From an optimization exercise on the open Yosys and OpenROAD flow, aimed at small area and a short achievable clock period; shortcuts taken in it are not production practice.
In this exercise RTL edits were held to simulation tests only and were not proved equivalent to the original.
The flow treats the clock pin as an ideal source. Dropping or thinning the clock tree relies on that and would not hold on a real chip.
Power and IR drop assume default switching activity.

==> trial 95: inputs <==
## sync_fifo_pro
module sync_fifo_pro #(
   parameter int DATA_W   = 8,
   parameter int DEPTH    = 256,
   parameter int FWFT     = 0,
   parameter int AF_LEVEL = DEPTH - 4,
   parameter int AE_LEVEL = 4
) (
   input  logic                    sys_clk,
   input  logic                    sys_rst_n,
   input  logic                    clr,
   input  logic                    wr_en,
   input  logic [DATA_W-1:0]       wr_data,
   input  logic                    rd_en,
   output logic [DATA_W-1:0]       rd_data,
   output logic                    full,
   output logic                    empty,
   output logic                    almost_full,
   output logic                    almost_empty,
   output logic [sync_fifo_pkg::clog2(DEPTH):0]   data_count,
   output logic                    overflow,
   output logic                    underflow
);
Settings: LEC_CHECK=0, CAP_MARGIN=20, CORE_MARGIN=2, CORE_UTILIZATION=60, CTS_BUF_LIST=sky130_fd_sc_hd__clkbuf_16, CTS_CLUSTER_DIAMETER=100, CTS_CLUSTER_SIZE=25, SETUP_SLACK_MARGIN=1.8, SLEW_MARGIN=20; clock period 3.8 ns.
run.sh (not shown) runs the stock make flow with config.mk's settings and CLKGATE_MAP_FILE= SYNTH_SCRIPT=/design/flow/synth_recipe.tcl, a recipe that flattens the netlist after the stock synthesis.
==> build 98: changes against trial 95 <==
==> flow/design.v (replaced) <==
package sync_fifo_pkg;
   typedef struct packed {
      logic full;
      logic empty;
      logic almost_full;
      logic almost_empty;
   } fifo_flags_t;
   localparam fifo_flags_t FLAGS_RST = 4'b0101;
   function automatic int clog2(input int value);
      int r;
      int v;
      r = 0;
      v = value - 1;
      while (v > 0) begin
         r = r + 1;
         v = v >> 1;
      end
      clog2 = r;
   endfunction
   function automatic bit is_pow2(input int value);
      is_pow2 = (value > 0) && ((value & (value - 1)) == 0);
   endfunction
   function automatic fifo_flags_t flags_from_count(input int count, input int depth,
                                                    input int af_level, input int ae_level);
      fifo_flags_t f;
      f.full         = (count == depth);
      f.empty        = (count == 0);
      f.almost_full  = (count >= af_level);
      f.almost_empty = (count <= ae_level);
      flags_from_count = f;
   endfunction
endpackage
module fifo_ram #(
   parameter int DATA_W = 8,
   parameter int NLO    = 16,
   parameter int NHI    = 16
) (
   input  logic              sys_clk,
   input  logic              we,
   input  logic [NLO-1:0]    wlo,
   input  logic [NHI-1:0]    whi,
   input  logic [DATA_W-1:0] wdata,
   input  logic [NLO-1:0]    rlo,
   input  logic [NHI-1:0]    rhi,
   output logic [DATA_W-1:0] rdata
);
   logic [NHI-1:0][NLO-1:0][DATA_W-1:0] mem;
   logic [NHI-1:0][DATA_W-1:0]          grp;
   for (genvar h = 0; h < NHI; h++) begin : g_hi
      logic wg;
      assign wg = we & whi[h];
      for (genvar l = 0; l < NLO; l++) begin : g_lo
         always_ff @(posedge sys_clk) begin
            if (wg && wlo[l]) mem[h][l] <= wdata;
         end
      end
      always_comb begin
         grp[h] = '0;
         for (int l = 0; l < NLO; l++) grp[h] = grp[h] | (mem[h][l] & {DATA_W{rlo[l]}});
      end
   end
   always_comb begin
      rdata = '0;
      for (int h = 0; h < NHI; h++) rdata = rdata | (grp[h] & {DATA_W{rhi[h]}});
   end
endmodule
module sync_fifo_pro #(
   parameter int DATA_W   = 8,
   parameter int DEPTH    = 256,
   parameter int FWFT     = 0,
   parameter int AF_LEVEL = DEPTH - 4,
   parameter int AE_LEVEL = 4
) (
   input  logic                    sys_clk,
   input  logic                    sys_rst_n,
   input  logic                    clr,
   input  logic                    wr_en,
   input  logic [DATA_W-1:0]       wr_data,
   input  logic                    rd_en,
   output logic [DATA_W-1:0]       rd_data,
   output logic                    full,
   output logic                    empty,
   output logic                    almost_full,
   output logic                    almost_empty,
   output logic [sync_fifo_pkg::clog2(DEPTH):0]   data_count,
   output logic                    overflow,
   output logic                    underflow
);
   localparam int AW  = sync_fifo_pkg::clog2(DEPTH);
   localparam int LW  = AW / 2;
   localparam int NLO = 1 << LW;
   localparam int NHI = 1 << (AW - LW);
   if (!sync_fifo_pkg::is_pow2(DEPTH) || DEPTH < 4) begin : g_bad_depth
      $error("sync_fifo_pro: DEPTH must be a power of two and at least 4");
   end
   if (FWFT != 0) begin : g_bad_fwft
      $error("sync_fifo_pro: only the standard (registered read data) mode is built");
   end
   logic [AW:0]       count_q;
   logic              full_q, empty_q, af_q, ae_q;
   logic              overflow_q, underflow_q;
   logic [DATA_W-1:0] rd_q;
   logic [NLO-1:0]    rlo, wlo;
   logic [NHI-1:0]    rhi, whi;
   logic              pend_q;
   logic [DATA_W-1:0] pend_data;
   logic [DATA_W-1:0] ram_rdata;
   logic rd_acc, inc, dec;
   assign rd_acc = rd_en & ~empty_q;
   assign inc    = wr_en & ~full_q & ~rd_acc;
   assign dec    = rd_acc & ~wr_en;
   logic [AW:0] cnt_p1, cnt_m1;
   logic        full_p1, af_p1, ae_p1;
   logic        empty_m1, af_m1, ae_m1;
   assign cnt_p1   = count_q + 1'b1;
   assign cnt_m1   = count_q - 1'b1;
   assign full_p1  = (count_q == (AW+1)'(DEPTH - 1));
   assign af_p1    = (count_q >= (AW+1)'(AF_LEVEL - 1));
   assign ae_p1    = (count_q <  (AW+1)'(AE_LEVEL));
   assign empty_m1 = (count_q == (AW+1)'(1));
   assign af_m1    = (count_q >  (AW+1)'(AF_LEVEL));
   assign ae_m1    = (count_q <= (AW+1)'(AE_LEVEL + 1));
   always_ff @(posedge sys_clk or negedge sys_rst_n) begin
      if (!sys_rst_n) begin
         count_q     <= '0;
         full_q      <= 1'b0;
         empty_q     <= 1'b1;
         af_q        <= 1'b0;
         ae_q        <= 1'b1;
         overflow_q  <= 1'b0;
         underflow_q <= 1'b0;
      end else if (clr) begin
         count_q     <= '0;
         full_q      <= 1'b0;
         empty_q     <= 1'b1;
         af_q        <= 1'b0;
         ae_q        <= 1'b1;
         overflow_q  <= 1'b0;
         underflow_q <= 1'b0;
      end else begin
         if (inc) begin
            count_q <= cnt_p1;
            full_q  <= full_p1;
            empty_q <= 1'b0;
            af_q    <= af_p1;
            ae_q    <= ae_p1;
         end else if (dec) begin
            count_q <= cnt_m1;
            full_q  <= 1'b0;
            empty_q <= empty_m1;
            af_q    <= af_m1;
            ae_q    <= ae_m1;
         end
         overflow_q  <= wr_en & full_q & ~rd_en;
         underflow_q <= rd_en & empty_q;
      end
   end
   always_ff @(posedge sys_clk or negedge sys_rst_n) begin
      if (!sys_rst_n)  pend_q <= 1'b0;
      else             pend_q <= wr_en & (~full_q | rd_acc) & ~clr;
   end
   always_ff @(posedge sys_clk) begin
      pend_data <= wr_data;
   end
   always_ff @(posedge sys_clk or negedge sys_rst_n) begin
      if (!sys_rst_n) begin
         wlo <= NLO'(1);
         whi <= NHI'(1);
         rlo <= NLO'(1);
         rhi <= NHI'(1);
      end else if (clr) begin
         wlo <= NLO'(1);
         whi <= NHI'(1);
         rlo <= NLO'(1);
         rhi <= NHI'(1);
      end else begin
         if (pend_q) begin
            wlo <= {wlo[NLO-2:0], wlo[NLO-1]};
            if (wlo[NLO-1]) whi <= {whi[NHI-2:0], whi[NHI-1]};
         end
         if (rd_acc) begin
            rlo <= {rlo[NLO-2:0], rlo[NLO-1]};
            if (rlo[NLO-1]) rhi <= {rhi[NHI-2:0], rhi[NHI-1]};
         end
      end
   end
   fifo_ram #(
      .DATA_W (DATA_W),
      .NLO    (NLO),
      .NHI    (NHI)
   ) u_ram (
      .sys_clk (sys_clk),
      .we      (pend_q),
      .wlo     (wlo),
      .whi     (whi),
      .wdata   (pend_data),
      .rlo     (rlo),
      .rhi     (rhi),
      .rdata   (ram_rdata)
   );
   logic byp;
   assign byp = pend_q & (count_q == (AW+1)'(1));
   always_ff @(posedge sys_clk or negedge sys_rst_n) begin
      if (!sys_rst_n)  rd_q <= '0;
      else if (clr)    rd_q <= '0;
      else if (rd_acc) rd_q <= byp ? pend_data : ram_rdata;
   end
   assign rd_data      = rd_q;
   assign full         = full_q;
   assign empty        = empty_q;
   assign almost_full  = af_q;
   assign almost_empty = ae_q;
   assign data_count   = count_q;
   assign overflow     = overflow_q;
   assign underflow    = underflow_q;
endmodule
- CORE_UTILIZATION: 60 -> 45
- CTS_BUF_LIST: sky130_fd_sc_hd__clkbuf_16 -> default
- CTS_CLUSTER_DIAMETER: 100 -> default
- CTS_CLUSTER_SIZE: 25 -> default
- SETUP_SLACK_MARGIN: 1.8 -> 1.3
==> notes.md <==
Between build 98 and trial 95, the lower clock skew is in trial 95 (gap 70 ps).
Between build 98 and trial 95, the lower critical path depth is in trial 95 (gap 5).
In build 98 the register-to-register slack is worse than in trial 95, by 630 ps.
Against trial 95, the via count of build 98 is smaller by about 3.6%.

* * *

==> run P <==
sync_fifo_pro, a different RTL version from the one above (not shown whole).
// sync_fifo_pro
module sync_fifo_pro #(
   parameter int DATA_W   = 8,
   parameter int DEPTH    = 256,
   parameter int FWFT     = 0,
   parameter int AF_LEVEL = DEPTH - 4,
   parameter int AE_LEVEL = 4
) (
   input  logic                    sys_clk,
   input  logic                    sys_rst_n,
   input  logic                    clr,
   input  logic                    wr_en,
   input  logic [DATA_W-1:0]       wr_data,
   input  logic                    rd_en,
   output logic [DATA_W-1:0]       rd_data,
   output logic                    full,
   output logic                    empty,
   output logic                    almost_full,
   output logic                    almost_empty,
   output logic [sync_fifo_pkg::clog2(DEPTH):0]   data_count,
   output logic                    overflow,
   output logic                    underflow
);
==> module fifo_ram, before the edit <==
module fifo_ram #(
   parameter int DATA_W = 8,
   parameter int NLO    = 16,
   parameter int NMID   = 2,
   parameter int NQ     = 8,
   parameter int NRC    = 4
) (
   input  logic                       sys_clk,
   input  logic [NMID*NQ-1:0]         whi,
   input  logic [NLO-1:0]             wlo,
   input  logic [DATA_W-1:0]          wdata,
   input  logic [NRC-1:0][NLO-1:0]    rlo,
   input  logic [NRC-1:0][NMID-1:0]   rmid,
   output logic [NQ-1:0][DATA_W-1:0]  cand
);
   localparam int NHI = NMID * NQ;
   logic [NHI-1:0][NLO-1:0][DATA_W-1:0] mem;
   logic [NHI-1:0][DATA_W-1:0] grp;
   for (genvar h = 0; h < NHI; h++) begin : g_hi
      for (genvar l = 0; l < NLO; l++) begin : g_lo
         always_ff @(posedge sys_clk) begin
            if (whi[h] && wlo[l]) mem[h][l] <= wdata;
         end
      end
      localparam int K = (h / NMID) * NRC / NQ;
      always_comb begin
         grp[h] = '0;
         for (int l = 0; l < NLO; l++)
            grp[h] = grp[h] | (mem[h][l] & {DATA_W{rlo[K][(l + K) % NLO]}});
      end
   end
   logic [NQ-1:0][DATA_W-1:0] cand_d;
   always_comb begin
      for (int q = 0; q < NQ; q++) begin
         cand_d[q] = '0;
         for (int m = 0; m < NMID; m++)
            cand_d[q] = cand_d[q] | (grp[q*NMID + m] & {DATA_W{rmid[q * NRC / NQ][(m + q * NRC / NQ) % NMID]}});
      end
   end
   always_ff @(posedge sys_clk) begin
      cand <= cand_d;
   end
endmodule
export LEC_CHECK = 0
export CAP_MARGIN = 20
export CORE_MARGIN = 2
export CORE_UTILIZATION = 66
export CTS_BUF_LIST = sky130_fd_sc_hd__clkbuf_16
export CTS_CLUSTER_DIAMETER = 100
export CTS_CLUSTER_SIZE = 22
export SETUP_SLACK_MARGIN = 1.75
export SLEW_MARGIN = 20
create_clock -name core_clock -period 3.8 [get_ports {sys_clk}]
==> run A (differences from run P) <==
==> flow/design.v, changed modules only <==
module fifo_ram #(
   parameter int DATA_W = 8,
   parameter int NLO    = 16,
   parameter int NMID   = 2,
   parameter int NQ     = 8,
   parameter int NRC    = 4
) (
   input  logic                       sys_clk,
   input  logic [NMID*NQ-1:0]         whi,
   input  logic [NLO-1:0]             wlo,
   input  logic [DATA_W-1:0]          wdata,
   input  logic [NRC-1:0][NLO-1:0]    rlo,
   input  logic [NRC-1:0][NMID-1:0]   rmid,
   output logic [NQ-1:0][DATA_W-1:0]  cand
);
   localparam int NHI = NMID * NQ;
   logic [NHI-1:0][NLO-1:0][DATA_W-1:0] mem;
   if (NMID != 2 || NLO != 16) begin : g_bad_shape
      $error("fifo_ram: the stage-1 select is built for NLO 16 and NMID 2");
   end
   for (genvar h = 0; h < NHI; h++) begin : g_hi
      for (genvar l = 0; l < NLO; l++) begin : g_lo
         always_ff @(posedge sys_clk) begin
            if (whi[h] && wlo[l]) mem[h][l] <= wdata;
         end
      end
   end
   logic [NQ-1:0][DATA_W-1:0] cand_d;
   for (genvar q = 0; q < NQ; q++) begin : g_q
      localparam int K = q * NRC / NQ;
      for (genvar b = 0; b < DATA_W; b++) begin : g_b
         logic [NMID-1:0] gn;                        
         for (genvar m = 0; m < NMID; m++) begin : g_m
            localparam int H = q * NMID + m;
            logic [1:0] oct;                         
            for (genvar o = 0; o < 2; o++) begin : g_oct
               logic [7:0] sel, dat;
               for (genvar j = 0; j < 8; j++) begin : g_j
                  assign sel[j] = rlo[K][(8*o + j + K) % NLO];
                  assign dat[j] = mem[H][8*o + j][b];
               end
               fifo_sel8 u_oct (.s (sel), .d (dat), .y (oct[o]));
            end
            fifo_oai21 u_grp (
               .a1 (oct[0]), .a2 (oct[1]), .b (rmid[K][(m + K) % NMID]),
               .y  (gn[m]));
         end
         fifo_nand2 u_out (.a (gn[0]), .b (gn[1]), .y (cand_d[q][b]));
      end
   end
   always_ff @(posedge sys_clk) begin
      cand <= cand_d;
   end
endmodule
module fifo_sel8 (
   input  logic [7:0] s,
   input  logic [7:0] d,
   output logic       y
);
   logic [3:0] pn;
   for (genvar k = 0; k < 4; k++) begin : g_k
      assign pn[k] = ~((s[2*k] & d[2*k]) | (s[2*k+1] & d[2*k+1]));
   end
   assign y = ~(&pn);
endmodule
module fifo_oai21 (
   input  logic a1,
   input  logic a2,
   input  logic b,
   output logic y
);
   assign y = ~((a1 | a2) & b);
endmodule
module fifo_nand2 (
   input  logic a,
   input  logic b,
   output logic y
);
   assign y = ~(a & b);
endmodule
- CORE_UTILIZATION: 66 -> 60
- CTS_CLUSTER_SIZE: 22 -> 25
- SETUP_SLACK_MARGIN: 1.75 -> 1.6
- SYNTH_HIERARCHICAL: default -> 1
==> run C (differences from run P) <==
==> flow/design.v, changed modules only <==
module fifo_ram #(
   parameter int DATA_W = 8,
   parameter int NLO    = 16,
   parameter int NMID   = 2,
   parameter int NQ     = 8,
   parameter int NRC    = 4
) (
   input  logic                       sys_clk,
   input  logic [NMID*NQ-1:0]         whi,
   input  logic [NLO-1:0]             wlo,
   input  logic [DATA_W-1:0]          wdata,
   input  logic [NRC-1:0][NLO-1:0]    rlo,
   input  logic [NRC-1:0][NMID-1:0]   rmid,
   output logic [NQ-1:0][DATA_W-1:0]  cand
);
   localparam int NHI = NMID * NQ;
   logic [NHI-1:0][NLO-1:0][DATA_W-1:0] mem;
   if (NMID != 2 || NLO != 16) begin : g_bad_shape
      $error("fifo_ram: the stage-1 select is built for NLO 16 and NMID 2");
   end
   for (genvar h = 0; h < NHI; h++) begin : g_hi
      for (genvar l = 0; l < NLO; l++) begin : g_lo
         always_ff @(posedge sys_clk) begin
            if (whi[h] && wlo[l]) mem[h][l] <= wdata;
         end
      end
   end
   logic [NQ-1:0][DATA_W-1:0] cand_d;
   for (genvar q = 0; q < NQ; q++) begin : g_q
      localparam int K = q * NRC / NQ;
      for (genvar b = 0; b < DATA_W; b++) begin : g_b
         logic [NMID-1:0] gn;                        
         for (genvar m = 0; m < NMID; m++) begin : g_m
            localparam int H = q * NMID + m;
            logic [1:0] oct;                         
            for (genvar o = 0; o < 2; o++) begin : g_oct
               logic [7:0] sel, dat;
               for (genvar j = 0; j < 8; j++) begin : g_j
                  assign sel[j] = rlo[K][(8*o + j + K) % NLO];
                  assign dat[j] = mem[H][8*o + j][b];
               end
               fifo_sel8 u_oct (.s (sel), .d (dat), .y (oct[o]));
            end
            fifo_oai21 u_grp (
               .a1 (oct[0]), .a2 (oct[1]), .b (rmid[K][(m + K) % NMID]),
               .y  (gn[m]));
         end
         fifo_nand2 u_out (.a (gn[0]), .b (gn[1]), .y (cand_d[q][b]));
      end
   end
   always_ff @(posedge sys_clk) begin
      cand <= cand_d;
   end
endmodule
module fifo_sel8 (
   input  logic [7:0] s,
   input  logic [7:0] d,
   output logic       y
);
   logic [3:0] pn;
   for (genvar k = 0; k < 4; k++) begin : g_k
      assign pn[k] = ~((s[2*k] & d[2*k]) | (s[2*k+1] & d[2*k+1]));
   end
   assign y = ~(&pn);
endmodule
module fifo_oai21 (
   input  logic a1,
   input  logic a2,
   input  logic b,
   output logic y
);
   assign y = ~((a1 | a2) & b);
endmodule
module fifo_nand2 (
   input  logic a,
   input  logic b,
   output logic y
);
   assign y = ~(a & b);
endmodule
==> flow/flow/run.sh (new file) <==
#!/bin/bash
set -euo pipefail
here=$(pwd)
bash standard.sh "PRE_CTS_TCL=$here/flow/mycts.tcl" finish > "$here/standard_flow.log" 2>&1
==> flow/flow/mycts.tcl (new file) <==
# Two-level clock tree, built in place of TritonCTS (sourced as the PRE_CTS hook).
# The clock port drives one buffer per quadrant of the sinks; each of those drives
# leaf buffers, each leaf drives a compact group of at most LEAF_MAX clock pins.
# Groups are made by recursive bisection of the sink locations, so the tree is
# balanced: every sink sees the same two buffer stages.
set LEAF_MAX 24
set BUF sky130_fd_sc_hd__clkbuf_16

set db [ord::get_db]
set block [ord::get_db_block]
set master [$db findMaster $BUF]
set clk_net [$block findNet sys_clk]

# Sinks: every instance pin on the clock net.
set sinks {}
foreach it [$clk_net getITerms] {
   set inst [$it getInst]
   set bb [$inst getBBox]
   set x [expr {([$bb xMin] + [$bb xMax]) / 2}]
   set y [expr {([$bb yMin] + [$bb yMax]) / 2}]
   lappend sinks [list $it $x $y]
}
puts "mycts: [llength $sinks] clock sinks"

# Split a list of {it x y} into k groups by recursive bisection along the wider side.
proc bisect {items k} {
   if {$k <= 1} { return [list $items] }
   set xs [lmap e $items {lindex $e 1}]
   set ys [lmap e $items {lindex $e 2}]
   set dx [expr {[tcl::mathfunc::max {*}$xs] - [tcl::mathfunc::min {*}$xs]}]
   set dy [expr {[tcl::mathfunc::max {*}$ys] - [tcl::mathfunc::min {*}$ys]}]
   set idx [expr {$dx >= $dy ? 1 : 2}]
   set sorted [lsort -integer -index $idx $items]
   set k1 [expr {$k / 2}]
   set n1 [expr {int(round(double([llength $items]) * $k1 / $k))}]
   set a [lrange $sorted 0 [expr {$n1 - 1}]]
   set b [lrange $sorted $n1 end]
   return [concat [bisect $a $k1] [bisect $b [expr {$k - $k1}]]]
}

proc centroid {items} {
   set sx 0.0; set sy 0.0
   foreach e $items { set sx [expr {$sx + [lindex $e 1]}]; set sy [expr {$sy + [lindex $e 2]}] }
   set n [llength $items]
   return [list [expr {int($sx / $n)}] [expr {int($sy / $n)}]]
}

proc add_buf {block master name x y} {
   set inst [odb::dbInst_create $block $master $name]
   $inst setLocation $x $y
   $inst setPlacementStatus PLACED
   return $inst
}

proc add_net {block name} {
   set net [odb::dbNet_create $block $name]
   $net setSigType CLOCK
   return $net
}

set quads [bisect $sinks 4]
set qi 0
set nleaf 0
foreach quad $quads {
   set k [expr {int(ceil(double([llength $quad]) / $LEAF_MAX))}]
   set groups [bisect $quad $k]
   set leaf_pts {}
   foreach g $groups { lappend leaf_pts [concat [list {}] [centroid $g]] }
   lassign [centroid $leaf_pts] qx qy
   set qbuf [add_buf $block $master "mycts_q${qi}" $qx $qy]
   [$qbuf findITerm A] connect $clk_net
   set qnet [add_net $block "mycts_q${qi}_net"]
   [$qbuf findITerm X] connect $qnet
   set li 0
   foreach g $groups {
      lassign [centroid $g] lx ly
      set lbuf [add_buf $block $master "mycts_q${qi}_l${li}" $lx $ly]
      [$lbuf findITerm A] connect $qnet
      set lnet [add_net $block "mycts_q${qi}_l${li}_net"]
      [$lbuf findITerm X] connect $lnet
      foreach e $g {
         set it [lindex $e 0]
         $it disconnect
         $it connect $lnet
      }
      incr li
      incr nleaf
   }
   puts "mycts: quadrant $qi: [llength $quad] sinks, $li leaf buffers"
   incr qi
}
puts "mycts: $nleaf leaf buffers"

# The tree is built: keep TritonCTS out of it, and time with propagated clocks.
rename clock_tree_synthesis tritoncts_clock_tree_synthesis
proc clock_tree_synthesis {args} {
   puts "mycts: clock tree built by the PRE_CTS hook; TritonCTS not run"
   set_propagated_clock [all_clocks]
}
==> flow/standard.sh (new file) <==
#!/bin/bash
# synth_recipe.tcl (not shown) runs the flow's synth.tcl, then flattens the netlist and writes it again
# the make line also repeats each setting of config.mk as NAME=value (left out here)
make -C /OpenROAD-flow-scripts/flow DESIGN_CONFIG=/design/flow/config.mk WORK_HOME=/design/flow/orfs CLKGATE_MAP_FILE= SYNTH_SCRIPT=/design/flow/synth_recipe.tcl "${@:-finish}"
- CORE_UTILIZATION: 66 -> 60
- CTS_BUF_LIST: sky130_fd_sc_hd__clkbuf_16 -> default
- CTS_CLUSTER_DIAMETER: 100 -> default
- CTS_CLUSTER_SIZE: 22 -> default
- SETUP_SLACK_MARGIN: 1.75 -> 1.85
- SYNTH_HIERARCHICAL: default -> 1
removed: flow/run.sh
==> notes.md <==
- In run P the final area is higher than in run C, by 3.4%.
- Of run P and run C, run P has the higher clock skew (gap 0.012 ns).
- Of run A and run P, run P has the higher maximum frequency (gap about 0.5%, measured against run P).
- In run C the combinational power is higher than in run A, by about 3%.
- Clock power: run C < run A < run P.
- Between run A and run P, the lower core utilization is in run A (gap 8.0 points).
- Against run C, the synthesized cell count of run P is higher by about 3.4%.
- Against run P, the area after synthesis of run A is smaller by 1.6%.
- First-iteration DRC count: run P > run A > run C.
- Against run A, the power of run P is larger by about 0.8%.
The clock cells of run C come from the design's own scripts or RTL, not from TritonCTS.

[re-timing with driven ports]
How much do the figures lean on ideal ports? The routed layouts below were timed once more, with nothing changed but the port constraints. Step 1 assumes that a clkbuf_16 drives the clock port and a buf_2 every other input. Step 2 times the ports against the registers' clock, not the clock port: input delays grow and output delays shrink by t, the midpoint of the rising clock arrivals with the driver on. Slacks: ideal / step 1 / step 2; pairs: ideal / step 1.
run	shift t [ns]	slack for setup (ns)	worst hold slack (ns)	worst slew at a driven data input, ns
trial 95	0.823	1.496 / 1.420 / 1.172	0.037 / 0.001 / 0.463	0.05
build 98	0.905	0.895 / 0.895 / 0.802	0.008 / -0.057 / 0.523	0.04
run P	0.836	1.613 / 1.530 / 1.069	0.046 / 0.005 / 0.405	0.14
run A	0.829	1.602 / 1.568 / 0.909	0.428 / 0.420 / 0.428	0.06
run C	0.768	1.679 / 1.655 / 1.162	0.120 / 0.008 / 0.403	0.08
After both steps every run listed still meets setup and hold. For run A, which loses most, drivers alone change the setup slack by -0.034 ns; drivers and shift together by -0.693 ns.
